From an optimization exercise on the open Yosys and OpenROAD flow, aimed at small area, a short achievable clock period and few clock cycles per item; shortcuts taken in it are not production practice.
Function was not checked in any run shown here: the RTL went through the layout flow alone.
Power and IR drop assume default switching activity.

## flow/design.v (module list and top-level ports; edited modules follow where they fit)
// module csa_fa: 9 lines
// module csa_ha: 8 lines
// module binary_neuron: 886 lines
module binary_neuron (
    input  logic                    clk,
    input  logic                    reset,
    input  logic                    in_valid,
    output logic                    in_ready,
    input  logic [320:0]            in_req,
    output logic                    out_valid,
    input  logic                    out_ready,
    output logic [9:0]              out_sum
);
  // ...
==> flow/flow/run.sh <==
#!/bin/bash
# The standard layout (standard.sh: ORFS synthesis to final layout), with
# two changes:
#  - the input and output ports are buffered with the smallest buffer,
#    sky130_fd_sc_hd__buf_1, instead of the cell buffer_ports picks by default
#    (clkdlybuf4s50_1); later repair steps may still resize them;
#  - clock tree synthesis adds no dummy loads to the clock tree.
set -euo pipefail
export BUFFER_PORTS_ARGS="-buffer_cell sky130_fd_sc_hd__buf_1"
export CTS_ARGS="-sink_clustering_enable -repair_clock_nets -buf_list sky130_fd_sc_hd__clkbuf_8 -dont_use_dummy_load"
bash standard.sh > standard_flow.log 2>&1
==> flow/standard.sh <==
#!/bin/bash
# synth_recipe.tcl (not shown) runs the flow's synth.tcl, then flattens the netlist and writes it again
# the make line also repeats each setting of config.mk as NAME=value (left out here)
make -C /OpenROAD-flow-scripts/flow DESIGN_CONFIG=/design/flow/config.mk WORK_HOME=/design/flow/orfs CLKGATE_MAP_FILE= SYNTH_SCRIPT=/design/flow/synth_recipe.tcl "${@:-finish}"
==> flow/config.mk <==
export PLATFORM = sky130hd
export DESIGN_NAME = binary_neuron
export DESIGN_NICKNAME = binary_neuron
export VERILOG_FILES = /design/flow/design.v
export SDC_FILE = /design/flow/constraint.sdc
export NUM_CORES = 4
export LEC_CHECK = 0
export CAP_MARGIN = 20
export CORE_MARGIN = 2
export CORE_UTILIZATION = 40
export CTS_BUF_LIST = sky130_fd_sc_hd__clkbuf_8
export SLEW_MARGIN = 20
export SYNTH_HIERARCHICAL = 1
export SYNTH_MINIMUM_KEEP_SIZE = 0
==> flow/constraint.sdc <==
create_clock -name core_clock -period 6.0 [get_ports {clk}]
set_input_delay 1.2000 -clock core_clock [delete_from_list [all_inputs] [get_ports {clk}]]
set_output_delay 1.2000 -clock core_clock [all_outputs]
set_load 0.01 [all_outputs]
==> results.yml, run 1 <==
status:
  outcome: "complete, no violations"
global_routing:
  top_usage_layer: "met2"
  grt_pass1_wl_um: 46900
  track_usage_pct: 20.1
  overflow: 0
setup_path:
  rr_startpoint: "r1_c338$_DFF_P_"
  cp.arrival_ns: 3.35
  cp_cell_sequence: "buf_1, nor2_1, nor2_1, xor2_1, fa_1, fa_1, fa_1"
  r2r-end: "r2_s449$_DFF_P_"
  cp_slowest_cell: "fa_1"
  critPathBufInv: 1
  ff2ff_setup_slack_ns: 3.01
  cp_max_fo: 4
  cp-end-kind: "register"
placement:
  preCtsSetupSlack_ns: 2.50
  dpl_cell_area_um2: 13900
  dp_hpwl_um: 27900
  place_inst: 1759
detailed_routing:
  dr_wl_met2_um: 16200
  routed_wl_um: 30400
  drt_first_pass_iters: 5
  vias_per_cell: 4.61
synth:
  synthXorXnorAreaFrac_pct: 14.3
  synth.mux.area_fraction_pct: 0.164
  synth_compound_area_share_pct: 1.72
  ys_seq_area_share_pct: 28.0
  synth_adder_area_share_pct: 41.5
  syn_nets: 1621
clock_network:
  cts_tree: "yes"
  clock-sinks: 156
  numCtsBuffers: 17
cells_and_area:
  final-nonclk-buf-share_pct: 8.89
  seq_share_pct: 24.1
  n_clock_buffer: 17
  final_cells: 1776
  top_register: "q_data"
  drive_above_1_share_pct: 1.44
power_and_ir_drop:
  p_leak_nw: 5.20
  p_clk_mw: 0.566
  finalPower_mw: 8.02
  comb_cell_power_mw: 5.34
timing:
  period_needed_ns: 3.04
  rsz0062_at_grt: "false"
min_path:
  hold_start: "stage_valid[1]$_SDFF_PP0_"
  min_to: "stage_valid[2]$_SDFF_PP0_"
==> inputs of run 2 (changes only) <==
--- a/flow/design.v
+++ b/flow/design.v
@@ -215,17 +215,17 @@
     wire q3_61 = ~(in_req[76] ^ (~in_req[3] & (in_req[73] | in_req[74] | in_req[75])));
     wire p1_62 = in_req[70] ^ (~in_req[2] & in_req[69]);
     wire p2_62 = in_req[71] ^ (~in_req[2] & (in_req[69] | in_req[70]));
     wire q3_62 = ~(in_req[72] ^ (~in_req[2] & (in_req[69] | in_req[70] | in_req[71])));
     wire p1_63 = in_req[66] ^ (~in_req[1] & in_req[65]);
     wire p2_63 = in_req[67] ^ (~in_req[1] & (in_req[65] | in_req[66]));
     wire q3_63 = ~(in_req[68] ^ (~in_req[1] & (in_req[65] | in_req[66] | in_req[67])));
     logic r1_s57, r1_s59, r1_s61, r1_s135, r1_c58, r1_c60, r1_c62, r1_s137, r1_s139, r1_s141, r1_s143, r1_s145, r1_s147, r1_s149, r1_s229, r1_s231, r1_c138, r1_c140, r1_c142, r1_c144, r1_c146, r1_s233, r1_s235, r1_c148, r1_c150, r1_s237, r1_s239, r1_s241, r1_s243, r1_s245, r1_s247, r1_s249, r1_s329, r1_s331, r1_s333, r1_s335, r1_s337, r1_s339, r1_s341, r1_c234, r1_c236, r1_c238, r1_c240, r1_c242, r1_c244, r1_c246, r1_s343, r1_s345, r1_s347, r1_c248, r1_c250, r1_s349, r1_s351, r1_s353, r1_s355, r1_s357, r1_c326, r1_c328, r1_c330, r1_c332, r1_c334, r1_c336, r1_c338, r1_c340, r1_c342, r1_s393, r1_s395, r1_s397, r1_s399, r1_s401, r1_s403, r1_s405, r1_c344, r1_c346, r1_c348, r1_c350, r1_c352, r1_c354, r1_c356, r1_c358, r1_s407, r1_s409, r1_c394, r1_c396, r1_c398, r1_c400, r1_c402, r1_c404, r1_c406, r1_c408, r1_c410;
-    logic r2_s447, r2_c392, r2_s449, r2_c448, r2_s475, r2_c450, r2_s477, r2_s489, r2_c476, r2_s491, r2_c478, r2_c488, r2_s497, r2_c490, r2_c492, r2_c498, r2_s63, r2_s157, r2_s271, r2_s391, r2_s159;
+    logic r2_s447, r2_c392, r2_s449, r2_s473, r2_s475, r2_c450, r2_s477, r2_c476, r2_s489, r2_c478, r2_s491, r2_c492, r2_s499, r2_c498, r2_c500, r2_s63, r2_s157, r2_s271, r2_s391, r2_s159;
     wire s1 = ~(in_req[317] ^ in_req[313]);
     wire c2 = in_req[317] | in_req[313];
     wire s3, c4;
     csa_fa u_s3 (.a(in_req[309]), .b(in_req[305]), .c(in_req[301]), .s(s3), .co(c4));
     wire s5, c6;
     csa_fa u_s5 (.a(in_req[297]), .b(in_req[293]), .c(in_req[289]), .s(s5), .co(c6));
     wire s7, c8;
     csa_fa u_s7 (.a(in_req[285]), .b(in_req[281]), .c(in_req[277]), .s(s7), .co(c8));
@@ -479,21 +479,21 @@
     csa_fa u_s255 (.a(r1_c146), .b(r1_s233), .c(r1_s235), .s(s255), .co(c256));
     wire s257, c258;
     csa_fa u_s257 (.a(r1_c148), .b(r1_c150), .c(r1_s237), .s(s257), .co(c258));
     wire s259, c260;
     csa_fa u_s259 (.a(r1_s239), .b(r1_s241), .c(r1_s243), .s(s259), .co(c260));
     wire s261, c262;
     csa_fa u_s261 (.a(r1_s245), .b(r1_s247), .c(r1_s249), .s(s261), .co(c262));
     wire s263, c264;
-    csa_fa u_s263 (.a(c152), .b(c154), .c(c156), .s(s263), .co(c264));
+    csa_fa u_s263 (.a(s261), .b(c152), .c(c154), .s(s263), .co(c264));
     wire s265, c266;
-    csa_fa u_s265 (.a(s251), .b(s253), .c(s255), .s(s265), .co(c266));
+    csa_fa u_s265 (.a(c156), .b(s251), .c(s253), .s(s265), .co(c266));
     wire s267, c268;
-    csa_fa u_s267 (.a(s257), .b(s259), .c(s261), .s(s267), .co(c268));
+    csa_fa u_s267 (.a(s255), .b(s257), .c(s259), .s(s267), .co(c268));
     wire s269, c270;
     csa_fa u_s269 (.a(c158), .b(c160), .c(s263), .s(s269), .co(c270));
     wire s271, c272;
     csa_fa u_s271 (.a(s265), .b(s267), .c(s269), .s(s271), .co(c272));
     wire s273 = ~(q3_0 ^ q3_1);
     wire c274 = q3_0 | q3_1;
     wire s275, c276;
     csa_fa u_s275 (.a(q3_2), .b(q3_3), .c(q3_4), .s(s275), .co(c276));
@@ -591,29 +591,29 @@
     csa_fa u_s367 (.a(r1_c244), .b(r1_c246), .c(r1_s343), .s(s367), .co(c368));
     wire s369, c370;
     csa_fa u_s369 (.a(r1_s345), .b(r1_s347), .c(r1_c248), .s(s369), .co(c370));
     wire s371, c372;
     csa_fa u_s371 (.a(r1_c250), .b(r1_s349), .c(r1_s351), .s(s371), .co(c372));
     wire s373, c374;
     csa_fa u_s373 (.a(r1_s353), .b(r1_s355), .c(r1_s357), .s(s373), .co(c374));
     wire s375, c376;
-    csa_fa u_s375 (.a(s359), .b(s361), .c(c252), .s(s375), .co(c376));
+    csa_fa u_s375 (.a(c262), .b(c252), .c(c254), .s(s375), .co(c376));
     wire s377, c378;
-    csa_fa u_s377 (.a(c254), .b(c256), .c(s363), .s(s377), .co(c378));
+    csa_fa u_s377 (.a(c256), .b(c258), .c(c260), .s(s377), .co(c378));
     wire s379, c380;
-    csa_fa u_s379 (.a(c258), .b(c260), .c(s365), .s(s379), .co(c380));
+    csa_fa u_s379 (.a(s359), .b(s361), .c(s363), .s(s379), .co(c380));
     wire s381, c382;
-    csa_fa u_s381 (.a(s367), .b(c262), .c(s369), .s(s381), .co(c382));
+    csa_fa u_s381 (.a(s365), .b(s367), .c(s369), .s(s381), .co(c382));
     wire s383, c384;
     csa_fa u_s383 (.a(s371), .b(s373), .c(c264), .s(s383), .co(c384));
     wire s385, c386;
-    csa_fa u_s385 (.a(c266), .b(s375), .c(s377), .s(s385), .co(c386));
+    csa_fa u_s385 (.a(c266), .b(c268), .c(s375), .s(s385), .co(c386));
     wire s387, c388;
-    csa_fa u_s387 (.a(s379), .b(c268), .c(s381), .s(s387), .co(c388));
+    csa_fa u_s387 (.a(s377), .b(s379), .c(s381), .s(s387), .co(c388));
     wire s389, c390;
     csa_fa u_s389 (.a(c270), .b(s383), .c(s385), .s(s389), .co(c390));
     wire s391, c392;
     csa_fa u_s391 (.a(s387), .b(c272), .c(s389), .s(s391), .co(c392));
     wire s393 = ~(c274 ^ c276);
     wire c394 = c274 | c276;
     wire s395, c396;
     csa_fa u_s395 (.a(c278), .b(c280), .c(c282), .s(s395), .co(c396));
@@ -645,93 +645,93 @@
     csa_fa u_s421 (.a(r1_s405), .b(r1_c344), .c(r1_c346), .s(s421), .co(c422));
     wire s423, c424;
     csa_fa u_s423 (.a(r1_c348), .b(r1_c350), .c(r1_c352), .s(s423), .co(c424));
     wire s425, c426;
     csa_fa u_s425 (.a(r1_c354), .b(r1_c356), .c(r1_c358), .s(s425), .co(c426));
     wire s427, c428;
     csa_fa u_s427 (.a(r1_s407), .b(r1_s409), .c(c360), .s(s427), .co(c428));
     wire s429, c430;
-    csa_fa u_s429 (.a(c362), .b(s411), .c(s413), .s(s429), .co(c430));
+    csa_fa u_s429 (.a(c362), .b(c364), .c(c366), .s(s429), .co(c430));
     wire s431, c432;
-    csa_fa u_s431 (.a(s415), .b(s417), .c(s419), .s(s431), .co(c432));
+    csa_fa u_s431 (.a(c368), .b(c370), .c(c372), .s(s431), .co(c432));
     wire s433, c434;
-    csa_fa u_s433 (.a(c364), .b(c366), .c(c368), .s(s433), .co(c434));
+    csa_fa u_s433 (.a(c374), .b(s411), .c(s413), .s(s433), .co(c434));
     wire s435, c436;
-    csa_fa u_s435 (.a(s421), .b(c370), .c(c372), .s(s435), .co(c436));
+    csa_fa u_s435 (.a(s415), .b(s417), .c(s419), .s(s435), .co(c436));
     wire s437, c438;
-    csa_fa u_s437 (.a(c374), .b(s423), .c(s425), .s(s437), .co(c438));
+    csa_fa u_s437 (.a(s421), .b(s423), .c(s425), .s(s437), .co(c438));
     wire s439, c440;
-    csa_fa u_s439 (.a(s427), .b(s429), .c(s431), .s(s439), .co(c440));
+    csa_fa u_s439 (.a(c376), .b(c378), .c(c380), .s(s439), .co(c440));
     wire s441, c442;
-    csa_fa u_s441 (.a(c376), .b(c378), .c(c380), .s(s441), .co(c442));
+    csa_fa u_s441 (.a(c382), .b(s427), .c(s429), .s(s441), .co(c442));
     wire s443, c444;
-    csa_fa u_s443 (.a(s433), .b(c382), .c(s435), .s(s443), .co(c444));
+    csa_fa u_s443 (.a(s431), .b(s433), .c(s435), .s(s443), .co(c444));
     wire s445, c446;
-    csa_fa u_s445 (.a(s437), .b(s439), .c(c384), .s(s445), .co(c446));
+    csa_fa u_s445 (.a(s437), .b(c384), .c(c386), .s(s445), .co(c446));
     wire s447, c448;
-    csa_fa u_s447 (.a(c386), .b(s441), .c(c388), .s(s447), .co(c448));
+    csa_fa u_s447 (.a(c388), .b(s439), .c(s441), .s(s447), .co(c448));
     wire s449, c450;
     csa_fa u_s449 (.a(s443), .b(c390), .c(s445), .s(s449), .co(c450));
     wire s451, c452;
     csa_fa u_s451 (.a(r2_s447), .b(r2_c392), .c(r2_s449), .s(s451), .co(c452));
     wire s453 = ~(r1_c394 ^ r1_c396);
     wire c454 = r1_c394 | r1_c396;
     wire s455, c456;
     csa_fa u_s455 (.a(r1_c398), .b(r1_c400), .c(r1_c402), .s(s455), .co(c456));
     wire s457, c458;
     csa_fa u_s457 (.a(r1_c404), .b(r1_c406), .c(r1_c408), .s(s457), .co(c458));
     wire s459, c460;
     csa_fa u_s459 (.a(r1_c410), .b(c412), .c(c414), .s(s459), .co(c460));
     wire s461, c462;
     csa_fa u_s461 (.a(c416), .b(c418), .c(c420), .s(s461), .co(c462));
     wire s463, c464;
-    csa_fa u_s463 (.a(s453), .b(s455), .c(c422), .s(s463), .co(c464));
+    csa_fa u_s463 (.a(c422), .b(c424), .c(c426), .s(s463), .co(c464));
     wire s465, c466;
-    csa_fa u_s465 (.a(c424), .b(c426), .c(s457), .s(s465), .co(c466));
+    csa_fa u_s465 (.a(s453), .b(s455), .c(s457), .s(s465), .co(c466));
     wire s467, c468;
     csa_fa u_s467 (.a(c428), .b(c430), .c(c432), .s(s467), .co(c468));
     wire s469, c470;
-    csa_fa u_s469 (.a(s459), .b(s461), .c(s463), .s(s469), .co(c470));
+    csa_fa u_s469 (.a(c434), .b(c436), .c(c438), .s(s469), .co(c470));
     wire s471, c472;
-    csa_fa u_s471 (.a(c434), .b(c436), .c(c438), .s(s471), .co(c472));
+    csa_fa u_s471 (.a(s459), .b(s461), .c(s463), .s(s471), .co(c472));
     wire s473, c474;
-    csa_fa u_s473 (.a(s465), .b(c440), .c(s467), .s(s473), .co(c474));
+    csa_fa u_s473 (.a(s465), .b(c440), .c(c442), .s(s473), .co(c474));
     wire s475, c476;
-    csa_fa u_s475 (.a(c442), .b(s469), .c(c444), .s(s475), .co(c476));
+    csa_fa u_s475 (.a(s467), .b(c444), .c(s469), .s(s475), .co(c476));
     wire s477, c478;
-    csa_fa u_s477 (.a(s471), .b(s473), .c(c446), .s(s477), .co(c478));
+    csa_fa u_s477 (.a(s471), .b(c446), .c(c448), .s(s477), .co(c478));
     wire s479, c480;
-    csa_fa u_s479 (.a(r2_c448), .b(r2_s475), .c(r2_c450), .s(s479), .co(c480));
+    csa_fa u_s479 (.a(r2_s473), .b(r2_s475), .c(r2_c450), .s(s479), .co(c480));
     wire s481, c482;
     csa_fa u_s481 (.a(r2_s477), .b(c452), .c(s479), .s(s481), .co(c482));
     wire s483 = ~(c454 ^ c456);
     wire c484 = c454 | c456;
     wire s485, c486;
     csa_fa u_s485 (.a(c458), .b(c460), .c(c462), .s(s485), .co(c486));
     wire s487, c488;
-    csa_fa u_s487 (.a(s483), .b(c464), .c(c466), .s(s487), .co(c488));
+    csa_fa u_s487 (.a(c464), .b(c466), .c(s483), .s(s487), .co(c488));
     wire s489, c490;
-    csa_fa u_s489 (.a(c468), .b(s485), .c(c470), .s(s489), .co(c490));
+    csa_fa u_s489 (.a(c468), .b(c470), .c(c472), .s(s489), .co(c490));
     wire s491, c492;
-    csa_fa u_s491 (.a(c472), .b(s487), .c(c474), .s(s491), .co(c492));
+    csa_fa u_s491 (.a(s485), .b(s487), .c(c474), .s(s491), .co(c492));
     wire s493, c494;
-    csa_fa u_s493 (.a(r2_s489), .b(r2_c476), .c(r2_s491), .s(s493), .co(c494));
+    csa_fa u_s493 (.a(r2_c476), .b(r2_s489), .c(r2_c478), .s(s493), .co(c494));
     wire s495, c496;
-    csa_fa u_s495 (.a(r2_c478), .b(s493), .c(c480), .s(s495), .co(c496));
+    csa_fa u_s495 (.a(r2_s491), .b(c480), .c(s493), .s(s495), .co(c496));
     wire s497 = ~(c484 ^ c486);
     wire c498 = c484 | c486;
     wire s499, c500;
-    csa_fa u_s499 (.a(r2_c488), .b(r2_s497), .c(r2_c490), .s(s499), .co(c500));
+    csa_fa u_s499 (.a(c488), .b(c490), .c(s497), .s(s499), .co(c500));
     wire s501, c502;
-    csa_fa u_s501 (.a(r2_c492), .b(s499), .c(c494), .s(s501), .co(c502));
-    wire s503 = ~(r2_c498 ^ c500);
-    wire c504 = r2_c498 | c500;
-    wire [9:0] row_a = {c504, s503, s501, s495, s481, s451, r2_s391, r2_s271, r2_s157, r2_s63};
-    wire [9:0] row_b = {1'b0, c502, c496, c482, 1'b0, 1'b0, 1'b0, 1'b0, r2_s159, 1'b0};
+    csa_fa u_s501 (.a(r2_c492), .b(r2_s499), .c(c494), .s(s501), .co(c502));
+    wire s503 = ~(r2_c498 ^ r2_c500);
+    wire c504 = r2_c498 | r2_c500;
+    wire [9:0] row_a = {c504, s503, c496, c482, s481, s451, r2_s391, r2_s271, r2_s157, r2_s63};
+    wire [9:0] row_b = {1'b0, c502, s501, s495, 1'b0, 1'b0, 1'b0, 1'b0, r2_s159, 1'b0};
     wire [9:0] total = row_a + row_b;
     logic         accept, pop;
     logic [2:0] pending, pending_next;
     assign accept = in_valid && in_ready;
     assign pop    = out_valid && out_ready;
     always_comb begin
         case ({accept, pop})
             2'b10:   pending_next = {pending[1:0], 1'b1};
@@ -847,29 +847,28 @@
         r1_c406 <= c406;
         r1_c408 <= c408;
         r1_c410 <= c410;
     end
     always_ff @(posedge clk) begin
         r2_s447 <= s447;
         r2_c392 <= c392;
         r2_s449 <= s449;
-        r2_c448 <= c448;
+        r2_s473 <= s473;
         r2_s475 <= s475;
         r2_c450 <= c450;
         r2_s477 <= s477;
-        r2_s489 <= s489;
         r2_c476 <= c476;
-        r2_s491 <= s491;
+        r2_s489 <= s489;
         r2_c478 <= c478;
-        r2_c488 <= c488;
-        r2_s497 <= s497;
-        r2_c490 <= c490;
+        r2_s491 <= s491;
         r2_c492 <= c492;
+        r2_s499 <= s499;
         r2_c498 <= c498;
+        r2_c500 <= c500;
         r2_s63 <= s63;
         r2_s157 <= s157;
         r2_s271 <= s271;
         r2_s391 <= s391;
         r2_s159 <= s159;
     end
     logic [9:0]      q_data [0:2];
     logic [2:0]    q_wr, q_rd, q_occ;
==> run 2 against run 1 <==
  * Flip-flop and latch count is 1 lower
  * Highest routed layer unchanged
  * Critical endpoint is now r1_s249$_DFF_P_
  * Final area is 0.14% lower
  * Largest cell class unchanged
  * Worst setup slack improved by 0.0092 ns
  * Still clean
  * Critical path depth stayed put
==> results.yml, run 2 <==
status:
  outcome: "complete, no violations"
placement:
  gp_congestion: 0.856
  dp_hpwl_um: 27500
  portBuffers: 336
global_routing:
  grt_antenna_before_repair: 0
  grt_pass1_wl_um: 46000
  grt_max_degree: 17
  grt_pass1_vias: 8657
  use_met2_pct: 36.6
  grtUsageMet3_pct: 3.35
  top_usage_layer: "met2"
  met1_usage_pct: 24.0
  overflow: 0
  track_usage_pct: 19.6
floorplanning:
  fp.dieW_um: 179
  dieArea_um2: 31900
  core_um2: 29800
  rows: 63
  die_h_um: 179
  ios: 337
  initial_core_util_pct: 40.9
setup_path:
  r2r-end: "r2_s391$_DFF_P_"
  cpPeakStageDelay_ns: 0.59
  cp_cell_sequence: "buf_1, nor2_1, nor2_1, xor2_1, fa_1, fa_1, fa_1"
  start_kind: "input pin"
  cp_max_fo: 4
  crit_top_cell: "fa_1"
  rr_startpoint: "r1_c146$_DFF_P_"
  cp.required_ns: 6.29
  reg2reg_depth: 5
  crit_start: "in_req[205]"
  cp.arrival_ns: 3.33
  crit_type: "input pin to register"
  ff2ff_setup_slack_ns: 3.10
  cp-end-kind: "register"
  cp_slowest_cell: "fa_1"
timing:
  rsz0062_at_grt: "false"
  fmax_mhz: 329
  holdWs_ns: 0.425
  final_hold_viol_count: 0
  fin_setup_tns_ns: 0
  period_needed_ns: 3.04
  setup_violations: 0
  slew_headroom_pct: 59.3
  finalClockSkew_ns: 0.0279
  tightest_slew_ns: 0.611
  period_share_pct: 50.6
  drv_slew: 0
clock_network:
  cts_setup_buffers: 0
  cts_buffer_depth: 2
  clock-sinks: 155
  numCtsBuffers: 17
  hold_buffers: 0
  htree_levels: 4
  clk_pin_slew_ns: 0.08
  cts_tree: "yes"
  ctsResizeCount: 0
  cts_root_buffer: "clkbuf_8"
  clock_latency_ns: 0.43
synth:
  synth_compound_area_share_pct: 1.72
  ys_ff_latch: 155
  yosys.area.top_type: "fa_1"
  syn_inst: 1036
  ys_seq_area_share_pct: 27.9
  ys_warn_count: 8
  synthArstFlopShare_pct: 0
  netlist.area_leader.share_pct: 39.9
  synthXorXnorAreaFrac_pct: 14.3
  dominantRegCellSynth: "dfxtp_1"
  synth_top_family_by_area: "adder cells"
  ys_types: 27
  synth.avg_cell_area_um2: 11.8
  synth_edf_count: 30
  syn_nets: 1620
  synth_simple_gate_area_share_pct: 13.1
  synth_area_leaders: "fa_1 40%, dfxtp_1 21%, xnor2_1 9.6%"
  yosysMostFrequentCell: "fa_1"
  synth_area_um2: 12200
  synth.mux.area_fraction_pct: 0.164
  synth_commonest_cells: "243 x fa_1, 204 x nor2_1, 134 x xnor2_1, 125 x dfxtp_1"
  synth_adder_area_share_pct: 41.5
min_path:
  whs_path_depth: 1
  hold_path.class: "register to register"
  min_to: "stage_valid[2]$_SDFF_PP0_"
  hold_start: "stage_valid[1]$_SDFF_PP0_"
cells_and_area:
  layout.nets: 1971
  top_register: "q_data"
  fill_cells: 2888
  drive_above_1_share_pct: 1.44
  antennaDiodeCount: 0
  final_common_cell: "buf_1"
  layout_common_cells: "336 x buf_1, 243 x fa_1, 204 x nor2_1, 134 x xnor2_1, 125 x dfxtp_1"
  largest_reg_flops: 30
  syn2layout_area_growth_pct: 16.1
detailed_routing:
  drtAntennaViolNets: 0
  drt_first_pass_iters: 4
  wire_per_inst_um: 16.9
  route.detailed.drc: 0
  drt_iter0_drc: 313
  routed_wl_um: 30100
  vias_per_cell: 4.56
  via_count: 8092
flow_run:
  maxCapViolations: 0
power_and_ir_drop:
  finalPower_mw: 7.80
  ir_drop_v: 0.000575
  powerDensity_nw_per_um2: 551
  p_leak_nw: 5.19
-- run 2: changes by cell type after synthesis --
cell and delta:
dfxtp_1 -1
-- run 2: kinds of logic (layout without fill, tap and decap cells) --
| kind of cell | count (synthesis) | count (layout) |
|---|---|---|
| and+or+nand+nor | 352 | 352 |
| adders and majority gates | 259 | 259 |
| xor gates and xnor gates | 199 | 199 |
| DFF | 155 | 155 |
| buffers and inverters | 42 | 391 |
| AOI/OAI and AO/OA | 27 | 27 |
| muxes | 2 | 2 |
-- run 2: worst max-delay path, delay by kind of cell --
kind	cells	cell delay, ns
xor gates and xnor gates	1	0.26
adders and majority gates	3	1.50
buffers and inverters	1	0.19
and+or+nand+nor	2	0.17
-- run 2: per-layer routing --
layer  vias up  wire length [um]
met2       215             16400
met1      3896             12200
met5         -                 0
met4         0               291
met3        20              1210
li1       3961                 -
-- run 2: cell type report --
class,instances,area (um2),area share (%)
Clock buffer,17,234,1.65
Inverter,38,143,1.01
Multi-Input combinational cell,839,8630,61.0
Sequential cell,155,3400,24.0
Tap cell,390,488,3.45
Timing Repair Buffer,336,1260,8.91
-- run 2: Yosys stat by module, one instance, submodules excluded --
module         times used  cells inside
csa_fa                243             1
binary_neuron           1           793
-- run 2: worst max path at each step --
stage / end / depth (start not counted)
floorplan: r1_s249$_DFF_P_ / 6
global placement: r1_s249$_DFF_P_ / 7
detailed placement: r1_s249$_DFF_P_ / 7
CTS: r1_s249$_DFF_P_ / 7
global route: r1_s247$_DFF_P_ / 7
finish: r1_s249$_DFF_P_ / 7
-- run 2: where the power goes --
group | total (mW) | leakage, nW | switching [mW] | internal, mW
Combinational | 5.17 | 3.75 | 2.72 | 2.46
Sequential | 2.07 | 1.32 | 0.282 | 1.79
Clock | 0.557 | 0.122 | 0.308 | 0.250
-- run 2: stage by stage --
step	cells	worst slack, ns	area, um2	util [%]
CTS	1775	3.00	14200	47.5
global placement	1758	2.55	13900	46.7
detailed placement	1758	2.53	13900	46.7
floorplan	1036	2.91	12200	-
finish	1775	2.96	14200	47.5
global route	1775	2.92	14200	47.5

afterwards: timing with drivers on the ports:
The flow's constraints put no driver on any port. The routed layouts listed below were extracted and timed again, unchanged, in two steps. Step 1: set_driving_cell puts a clkbuf_16 on clk and a buf_2 on each other input, an assumption about the parent block. Step 2 also shifts input and output timing later by t, the mid clock arrival at the registers, as if the neighbouring blocks saw the same clock. a / b / c = ideal / step 1 / step 2; a / b = the first two.
| run | t (ns) | setup slack, ns | worst hold slack (ns) | pins driven straight from the clock port |
|---|---|---|---|---|
| run 1 | 0.461 | 2.955 / 2.965 / 2.505 | 0.452 / 0.452 / 0.452 | 1 |
| run 2 | 0.458 | 2.965 / 2.978 / 2.520 | 0.425 / 0.425 / 0.425 | 1 |
After both steps every run listed still meets setup and hold. For run 1, which loses most, drivers alone change the setup slack by +0.010 ns; drivers and shift together by -0.450 ns.
